This is an optimization exercise on Yosys and OpenROAD, whose aim is small area and a short achievable clock period, not a production implementation. Where RTL was checked, it was by simulation tests only, not by an equivalence proof against the original. Power figures rest on the tool's default switching activity, not on a simulated workload.

==> flow/design.v (excerpt) <==
module depth_gated_color_segmenter #(
   parameter int LINE_WIDTH = dgcs_pkg::LINE_WIDTH_DEFAULT,
   parameter int LINE_COUNT = dgcs_pkg::LINE_COUNT_DEFAULT
) (
   input  logic                            clock,
   input  logic                            reset,
   input  logic                            req_valid,
   output logic                            req_stall,
   input  logic [48:0]                     req_payload,
   output logic                            rsp_valid,
   input  logic                            rsp_stall,
   output logic [137:0]                    rsp_payload,
   input  logic                            csr_write,
   input  logic [dgcs_pkg::CSR_IDX_W-1:0]  csr_index,
   input  logic [dgcs_pkg::CSR_DATA_W-1:0] csr_data
);
Settings: LEC_CHECK=0, CAP_MARGIN=20, CORE_MARGIN=2, CORE_UTILIZATION=40, PLACE_DENSITY=0.6, SETUP_SLACK_MARGIN=3.7, SLEW_MARGIN=20; clock period 7.0 ns.
standard.sh (not shown) runs the stock make flow with config.mk's settings and CLKGATE_MAP_FILE= SYNTH_SCRIPT=/design/flow/synth_recipe.tcl, a recipe that flattens the netlist after the stock synthesis.
==> flow/flow/run.sh <==
#!/bin/bash
# The standard layout (standard.sh) with these changes, all logged under orfs/logs/ as usual:
#  - synthesis (flow/synth.tcl) maps logic with abc's default script and leaves adders and
#    comparators to abc (no ADDER_MAP_FILE cells); registers are mapped as in the standard
#    synthesis, so they match it by name and cell type;
#  - plain sky130_fd_sc_hd__buf_1 cells as the port buffers instead of the delay buffer the
#    flow picks by default;
#  - larger clock-tree sink clusters, clkbuf_8 only, no dummy loads.
set -euo pipefail
here=$(pwd)
bash standard.sh 'ADDER_MAP_FILE=' "SYNTH_SCRIPT=$here/flow/synth.tcl" \
  'BUFFER_PORTS_ARGS=-buffer_cell sky130_fd_sc_hd__buf_1' \
  'CTS_ARGS=-sink_clustering_enable -repair_clock_nets -sink_clustering_size 16 -sink_clustering_max_diameter 60 -buf_list {sky130_fd_sc_hd__clkbuf_8} -dont_use_dummy_load' \
  finish > standard.log 2>&1
==> flow/flow/synth.tcl <==
# synth_recipe.tcl (the standard synthesis) with one change: abc maps the logic with its own
# default script (delay target 2500 ps) instead of ORFS's abc_speed.script. Registers are mapped
# before abc, by dfflibmap, exactly as in the standard synthesis.
proc synth {args} { yosys synth -nofsm -noshare {*}$args }
proc abc {args} {
  set out {}
  set skip 0
  foreach a $args {
    if {$skip} { set skip 0; continue }
    if {$a eq "-script" || $a eq "-D"} { set skip 1; continue }
    lappend out $a
  }
  yosys abc {*}$out -D 2500
}
source $::env(SCRIPTS_DIR)/synth.tcl
# left out here: clear keep_hierarchy, flatten, clean up, hide names made inside functions, write 1_2_yosys.v
Rerun with:
- SETUP_SLACK_MARGIN: 3.7 -> 3.2
The new run ran to the end with no violations.
Worst setup slack degrades by 0.14 ns.
Synthesized area is unchanged.
Power drops by a few percent.
Clock-buffer cell count drops by 4.
Wire length drops by a few percent.
Clock skew drops by 0.035 ns.
Rerun with:
- SETUP_SLACK_MARGIN: 3.2 -> 3.55
Result:
- final cell count grows by about 0.8%
- synthesized area is unchanged
- synthesized cell count does not change
- register-to-register slack gets better by 0.19 ns
- worst setup slack gets better by 0.21 ns
- die area is unchanged
Rerun with:
==> flow/flow/run.sh (replaced) <==
#!/bin/bash
# The standard layout (standard.sh) with three changes, all logged under orfs/logs/ as usual:
#  - synthesis leaves adders and comparators to abc (no ADDER_MAP_FILE half/full-adder cells);
#    registers are untouched, so they match the standard synthesis by name and cell type;
#  - plain sky130_fd_sc_hd__buf_1 cells as the port buffers instead of the delay buffer the
#    flow picks by default;
#  - larger clock-tree sink clusters, clkbuf_8 only, no dummy loads.
set -euo pipefail
bash standard.sh 'ADDER_MAP_FILE=' \
  'BUFFER_PORTS_ARGS=-buffer_cell sky130_fd_sc_hd__buf_1' \
  'CTS_ARGS=-sink_clustering_enable -repair_clock_nets -sink_clustering_size 16 -sink_clustering_max_diameter 60 -buf_list {sky130_fd_sc_hd__clkbuf_8} -dont_use_dummy_load' \
  finish > standard.log 2>&1
removed: flow/flow/synth.tcl
The new run completed with no timing, DRC or antenna violations. Sequential power stays flat. Final cell count came out higher by 5.7%. Global-route usage came out lower by 1.1 points. Worst setup slack got worse by 0.0071 ns. Synthesized cell count came out higher by 7.8%. Clock-buffer cell count does not change. Wire length hardly moves.
Rerun with:
==> flow/flow/run.sh (replaced) <==
#!/bin/bash
# The standard layout (standard.sh) with these changes, all logged under orfs/logs/ as usual:
#  - synthesis (flow/synth.tcl) maps logic with abc's default script and leaves adders and
#    comparators to abc (no ADDER_MAP_FILE cells); registers are mapped as in the standard
#    synthesis, so they match it by name and cell type;
#  - plain sky130_fd_sc_hd__buf_1 cells as the port buffers instead of the delay buffer the
#    flow picks by default;
#  - larger clock-tree sink clusters, clkbuf_8 only, no dummy loads.
set -euo pipefail
here=$(pwd)
bash standard.sh 'ADDER_MAP_FILE=' "SYNTH_SCRIPT=$here/flow/synth.tcl" \
  'BUFFER_PORTS_ARGS=-buffer_cell sky130_fd_sc_hd__buf_1' \
  'CTS_ARGS=-sink_clustering_enable -repair_clock_nets -sink_clustering_size 16 -sink_clustering_max_diameter 60 -buf_list {sky130_fd_sc_hd__clkbuf_8} -dont_use_dummy_load' \
  finish > standard.log 2>&1
==> flow/flow/synth.tcl (new file) <==
# synth_recipe.tcl (the standard synthesis) with one change: abc maps the logic with its own
# default script (delay target 2500 ps) instead of ORFS's abc_speed.script. Registers are mapped
# before abc, by dfflibmap, exactly as in the standard synthesis.
proc synth {args} { yosys synth -nofsm -noshare {*}$args }
proc abc {args} {
  set out {}
  set skip 0
  foreach a $args {
    if {$skip} { set skip 0; continue }
    if {$a eq "-script" || $a eq "-D"} { set skip 1; continue }
    lappend out $a
  }
  yosys abc {*}$out -D 2500
}
source $::env(SCRIPTS_DIR)/synth.tcl
# left out here: clear keep_hierarchy, flatten, clean up, hide names made inside functions, write 1_2_yosys.v
- SETUP_SLACK_MARGIN: 3.55 -> 3.4
Result: Maximum frequency goes down by 1.4%. Worst setup slack is worse by 0.049 ns. Combinational power came out higher by about 2%.


The RTL this note starts from:
==> flow/design.v <==
package dgcs_pkg;
   localparam int LINE_WIDTH_DEFAULT = 640;
   localparam int LINE_COUNT_DEFAULT = 480;
   localparam int POS_W   = 19;
   localparam int CSR_IDX_W  = 3;
   localparam int CSR_DATA_W = 24;
   localparam logic [CSR_IDX_W-1:0] CSR_NEAR_LIMIT = 3'd0;
   localparam logic [CSR_IDX_W-1:0] CSR_STATS_LIMIT = 3'd1;
   localparam logic [CSR_IDX_W-1:0] CSR_BOX_A_LOW = 3'd2;
   localparam logic [CSR_IDX_W-1:0] CSR_BOX_A_HIGH = 3'd3;
   localparam logic [CSR_IDX_W-1:0] CSR_BOX_B_LOW = 3'd4;
   localparam logic [CSR_IDX_W-1:0] CSR_BOX_B_HIGH = 3'd5;
   localparam logic [15:0] NEAR_LIMIT_RESET  = 16'd700;
   localparam logic [15:0] STATS_LIMIT_RESET = 16'd500;
   localparam logic [23:0] BOX_A_LOW_RESET   = 24'h003F84;
   localparam logic [23:0] BOX_A_HIGH_RESET  = 24'h64A3AF;
   localparam logic [23:0] BOX_B_LOW_RESET   = 24'h00BFBE;
   localparam logic [23:0] BOX_B_HIGH_RESET  = 24'h1414FF;
   localparam logic [1:0] CLASS_FAR     = 2'd0;
   localparam logic [1:0] CLASS_BOX_A   = 2'd1;
   localparam logic [1:0] CLASS_BOX_B   = 2'd2;
   localparam logic [1:0] CLASS_UNMATCH = 2'd3;
   localparam logic [31:0] FAR_FILL  = 32'hA0FFFFFF;
   localparam logic [31:0] MARK_FILL = 32'hFFFF00FF;
   localparam logic [31:0] MIN_CLEAR = 32'hFFFFFFFF;
   localparam logic [POS_W-1:0] SLOT_MAX = 19'h7FFFF;
   typedef struct packed {
      logic [31:0] pixel_color;
      logic [15:0] depth_mm;
      logic        frame_end;
   } req_type;
   typedef struct packed {
      logic [1:0]       pixel_class;
      logic [31:0]      shown_color;
      logic [POS_W-1:0] pixel_position;
      logic [POS_W-1:0] class_slot;
      logic [31:0]      frame_min_color;
      logic [31:0]      frame_max_color;
      logic             stats_valid;
      logic             frame_last;
   } rsp_type;
   typedef struct packed {
      logic [1:0]  pixel_class;
      logic [31:0] shown_color;
      logic        hit_a;
      logic        hit_b;
   } class_type;
endpackage
module dgcs_classify (
   input  logic [23:0] pixel_rgb,
   input  logic [15:0] depth_mm,
   input  logic [15:0] near_limit,
   input  logic [23:0] box_a_low,
   input  logic [23:0] box_a_high,
   input  logic [23:0] box_b_low,
   input  logic [23:0] box_b_high,
   output logic        is_near,
   output logic        match_a,
   output logic        match_b
);
   function automatic logic lt32(logic [31:0] a, logic [31:0] b);
      logic [31:0] l;
      logic [31:0] e;
      l = ~a & b;
      e = ~(a ^ b);
      for (int w = 1; w < 32; w = w * 2) begin
         for (int i = 0; i + w < 32; i = i + 2 * w) begin
            l[i] = l[i + w] || (e[i + w] && l[i]);
            e[i] = e[i + w] && e[i];
         end
      end
      lt32 = l[0];
   endfunction
   function automatic logic in_box(logic [23:0] color, logic [23:0] lo, logic [23:0] hi);
      logic ok;
      ok = 1'b1;
      for (int ch = 0; ch < 3; ch++) begin
         if (!(lt32(32'(lo[ch*8 +: 8]), 32'(color[ch*8 +: 8])) && lt32(32'(color[ch*8 +: 8]), 32'(hi[ch*8 +: 8])))) begin
            ok = 1'b0;
         end
      end
      in_box = ok;
   endfunction
   assign is_near = lt32(32'(depth_mm), 32'(near_limit));
   assign match_a = in_box(pixel_rgb, box_a_low, box_a_high);
   assign match_b = in_box(pixel_rgb, box_b_low, box_b_high);
endmodule
module depth_gated_color_segmenter (
   input  logic                            clock,
   input  logic                            reset,
   input  logic                            req_valid,
   output logic                            req_stall,
   input  logic [48:0]                     req_payload,
   output logic                            rsp_valid,
   input  logic                            rsp_stall,
   output logic [137:0]                    rsp_payload,
   input  logic                            csr_write,
   input  logic [dgcs_pkg::CSR_IDX_W-1:0]  csr_index,
   input  logic [dgcs_pkg::CSR_DATA_W-1:0] csr_data
);
   localparam int PW = dgcs_pkg::POS_W;
   function automatic logic lt32(logic [31:0] a, logic [31:0] b);
      logic [31:0] l;
      logic [31:0] e;
      l = ~a & b;
      e = ~(a ^ b);
      for (int w = 1; w < 32; w = w * 2) begin
         for (int i = 0; i + w < 32; i = i + 2 * w) begin
            l[i] = l[i + w] || (e[i + w] && l[i]);
            e[i] = e[i + w] && e[i];
         end
      end
      lt32 = l[0];
   endfunction
   logic [15:0] near_limit_ff;
   logic [15:0] stats_limit_ff;
   logic [23:0] box_a_low_ff;
   logic [23:0] box_a_high_ff;
   logic [23:0] box_b_low_ff;
   logic [23:0] box_b_high_ff;
   logic [5:0] csr_we;
   always_comb begin
      for (int i = 0; i < 6; i++) begin
         csr_we[i] = reset || (csr_write && (csr_index == 3'(i)));
      end
   end
   always_ff @(posedge clock) begin
      if (csr_we[0]) near_limit_ff  <= reset ? dgcs_pkg::NEAR_LIMIT_RESET  : csr_data[15:0];
      if (csr_we[1]) stats_limit_ff <= reset ? dgcs_pkg::STATS_LIMIT_RESET : csr_data[15:0];
      if (csr_we[2]) box_a_low_ff   <= reset ? dgcs_pkg::BOX_A_LOW_RESET   : csr_data;
      if (csr_we[3]) box_a_high_ff  <= reset ? dgcs_pkg::BOX_A_HIGH_RESET  : csr_data;
      if (csr_we[4]) box_b_low_ff   <= reset ? dgcs_pkg::BOX_B_LOW_RESET   : csr_data;
      if (csr_we[5]) box_b_high_ff  <= reset ? dgcs_pkg::BOX_B_HIGH_RESET  : csr_data;
   end
   logic        in_valid_ff;
   logic [31:0] in_color_ff;
   logic [15:0] in_depth_ff;
   logic        in_end_ff;
   logic        out_valid_ff;
   logic [1:0]  out_class_ff;
   logic [31:0] out_color_ff;
   logic        out_last_ff;
   logic        advance;
   assign advance   = in_valid_ff && (!out_valid_ff || !rsp_stall);
   assign req_stall = in_valid_ff && out_valid_ff && rsp_stall;
   always_ff @(posedge clock) begin
      if (reset) begin
         in_valid_ff  <= 1'b0;
         out_valid_ff <= 1'b0;
      end else begin
         in_valid_ff  <= (req_valid && !req_stall) || (in_valid_ff && !advance);
         out_valid_ff <= advance || (out_valid_ff && rsp_stall);
      end
   end
   always_ff @(posedge clock) begin
      if (!req_stall) begin
         in_color_ff <= req_payload[48:17];
         in_depth_ff <= req_payload[16:1];
         in_end_ff   <= req_payload[0];
      end
   end
   logic is_near, match_a, match_b;
   logic hit_a, hit_b;
   logic [1:0] cls;
   dgcs_classify u_classify (
      .pixel_rgb  (in_color_ff[23:0]),
      .depth_mm   (in_depth_ff),
      .near_limit (near_limit_ff),
      .box_a_low  (box_a_low_ff),
      .box_a_high (box_a_high_ff),
      .box_b_low  (box_b_low_ff),
      .box_b_high (box_b_high_ff),
      .is_near    (is_near),
      .match_a    (match_a),
      .match_b    (match_b)
   );
   assign hit_a = is_near && match_a;
   assign hit_b = is_near && !match_a && match_b;
   assign cls   = !is_near ? dgcs_pkg::CLASS_FAR :
                  match_a  ? dgcs_pkg::CLASS_BOX_A :
                  match_b  ? dgcs_pkg::CLASS_BOX_B : dgcs_pkg::CLASS_UNMATCH;
   always_ff @(posedge clock) begin
      if (reset) begin
         out_last_ff <= 1'b1;
      end else if (advance) begin
         out_last_ff <= in_end_ff;
      end
   end
   logic [31:0] shown;
   assign shown = !is_near ? dgcs_pkg::FAR_FILL :
                  (match_a || match_b) ? in_color_ff : dgcs_pkg::MARK_FILL;
   always_ff @(posedge clock) begin
      if (advance) begin
         out_class_ff <= cls;
         out_color_ff <= shown;
      end
   end
   logic [PW-1:0] pos_ff;
   logic          pos_wrap;
   localparam logic [PW-1:0] POS_LAST = PW'(dgcs_pkg::LINE_WIDTH_DEFAULT * dgcs_pkg::LINE_COUNT_DEFAULT - 1);
   assign pos_wrap = &(pos_ff | ~POS_LAST);
   always_ff @(posedge clock) begin
      if (advance) begin
         pos_ff <= (out_last_ff || pos_wrap) ? '0 : pos_ff + 1'b1;
      end
   end
   logic [PW-1:0] slot_a_ff, slot_b_ff;
   logic          none_a_ff, none_b_ff;
   logic          none_a, none_b;
   assign none_a = none_a_ff || out_last_ff;
   assign none_b = none_b_ff || out_last_ff;
   always_ff @(posedge clock) begin
      if (advance) begin
         none_a_ff <= none_a && !hit_a;
         none_b_ff <= none_b && !hit_b;
         if (hit_a) slot_a_ff <= none_a ? '0 : slot_a_ff + PW'(!(&slot_a_ff));
         if (hit_b) slot_b_ff <= none_b ? '0 : slot_b_ff + PW'(!(&slot_b_ff));
      end
   end
   logic [31:0] min_ff, max_ff;
   logic        any_ff;
   logic        any_now;
   logic        qualify;
   logic        lt_min, gt_max;
   assign any_now = any_ff && !out_last_ff;
   assign qualify = lt32(32'(in_depth_ff), 32'(stats_limit_ff)) &&
                    (!is_near || ((match_a || match_b) &&
                                  (in_color_ff != dgcs_pkg::MARK_FILL) && (in_color_ff != 32'd0)));
   assign lt_min  = is_near ? lt32(in_color_ff, min_ff) : lt32(dgcs_pkg::FAR_FILL, min_ff);
   assign gt_max  = is_near ? lt32(max_ff, in_color_ff) : lt32(max_ff, dgcs_pkg::FAR_FILL);
   always_ff @(posedge clock) begin
      if (advance) begin
         any_ff <= any_now || qualify;
         if (qualify && (!any_now || lt_min)) min_ff <= shown;
         if (qualify && (!any_now || gt_max)) max_ff <= shown;
      end
   end
   logic        stats_valid;
   logic [PW-1:0] slot_out;
   assign stats_valid = out_last_ff && any_ff;
   assign slot_out = (out_class_ff == dgcs_pkg::CLASS_BOX_A) ? slot_a_ff :
                     (out_class_ff == dgcs_pkg::CLASS_BOX_B) ? slot_b_ff : '0;
   assign rsp_valid   = out_valid_ff;
   assign rsp_payload = {out_class_ff, out_color_ff, pos_ff, slot_out,
                         stats_valid ? min_ff : 32'd0,
                         stats_valid ? max_ff : 32'd0,
                         stats_valid, out_last_ff};
endmodule
clock: 7.0 ns
lec_check: 0
cap_margin: 20
core_margin: 2
core_utilization: 40
cts_buf_list: sky130_fd_sc_hd__clkbuf_8
place_density: 0.6
slew_margin: 20
==> flow/flow/run.sh <==
#!/bin/bash
# The standard layout, with plain sky130_fd_sc_hd__buf_1 cells as the port buffers (instead of
# the delay buffer the flow picks by default). ORFS's own logs stay under orfs/logs/.
set -euo pipefail
bash standard.sh 'BUFFER_PORTS_ARGS=-buffer_cell sky130_fd_sc_hd__buf_1' finish > standard.log 2>&1
The baseline produced a clean layout.
Edit:
Settings changed: SETUP_SLACK_MARGIN set to 3.7.
Result:
- count of clock-buffer cells in the layout is unchanged
- global-route usage went up by 0.34 points
- hold slack got worse by 0.060 ns
- total power went down slightly
- via count went up slightly
- core utilization went up by 1.3 points
- combinational power went up by a little under a tenth
- cell area went up by a few percent
No run of this note included a check of the RTL's function; only the layout flow was run.

==> static timing again, ports no longer ideal <==
The results above use ideal ports. As a check the final layouts listed here were re-extracted and re-timed, cells and wires unchanged. Step 1 (the two cells are an assumption about what drives the block):
set clk [get_ports {clock}]
set_driving_cell -lib_cell sky130_fd_sc_hd__clkbuf_16 $clk
set_driving_cell -lib_cell sky130_fd_sc_hd__buf_2 [delete_from_list [all_inputs] $clk]
Step 2 adds t to the input delays and takes it off the output delays; t is the mean of the earliest and latest rising clock arrival at the registers after step 1. Input paths then give back, and output paths get back, about the clock's delay inside the block. Slacks: ideal ports / drivers / drivers and shift; pairs: ideal ports / drivers.
run	t (ns)	setup slack, ns	worst hold slack (ns)	worst setup path at the end	worst data-port slew with drivers (ns)
the first run of note 1	0.584	3.530 / 3.530 / 3.387	0.490 / 0.490 / 0.490	input to register	0.06
the second run of note 1	0.645	3.391 / 3.341 / 3.225	0.447 / 0.447 / 0.447	input to register	0.08
the third run of note 1	0.647	3.601 / 3.601 / 3.377	0.439 / 0.439 / 0.439	input to register	0.05
the fourth run of note 1	0.655	3.594 / 3.594 / 3.269	0.461 / 0.461 / 0.461	input to register	0.06
the fifth run of note 1	0.639	3.545 / 3.529 / 3.335	0.453 / 0.453 / 0.453	input to register	0.06
the first run of note 2	0.714	2.751 / 2.751 / 2.751	0.530 / 0.530 / 0.530	register to register	0.04
the second run of note 2	0.698	3.710 / 3.661 / 3.674	0.470 / 0.470 / 0.470	input to output	0.05
After both steps setup and hold are still met in every run listed. For the fourth run of note 1, which loses most, drivers alone change the setup slack by 0.000 ns; drivers and shift together by -0.325 ns.
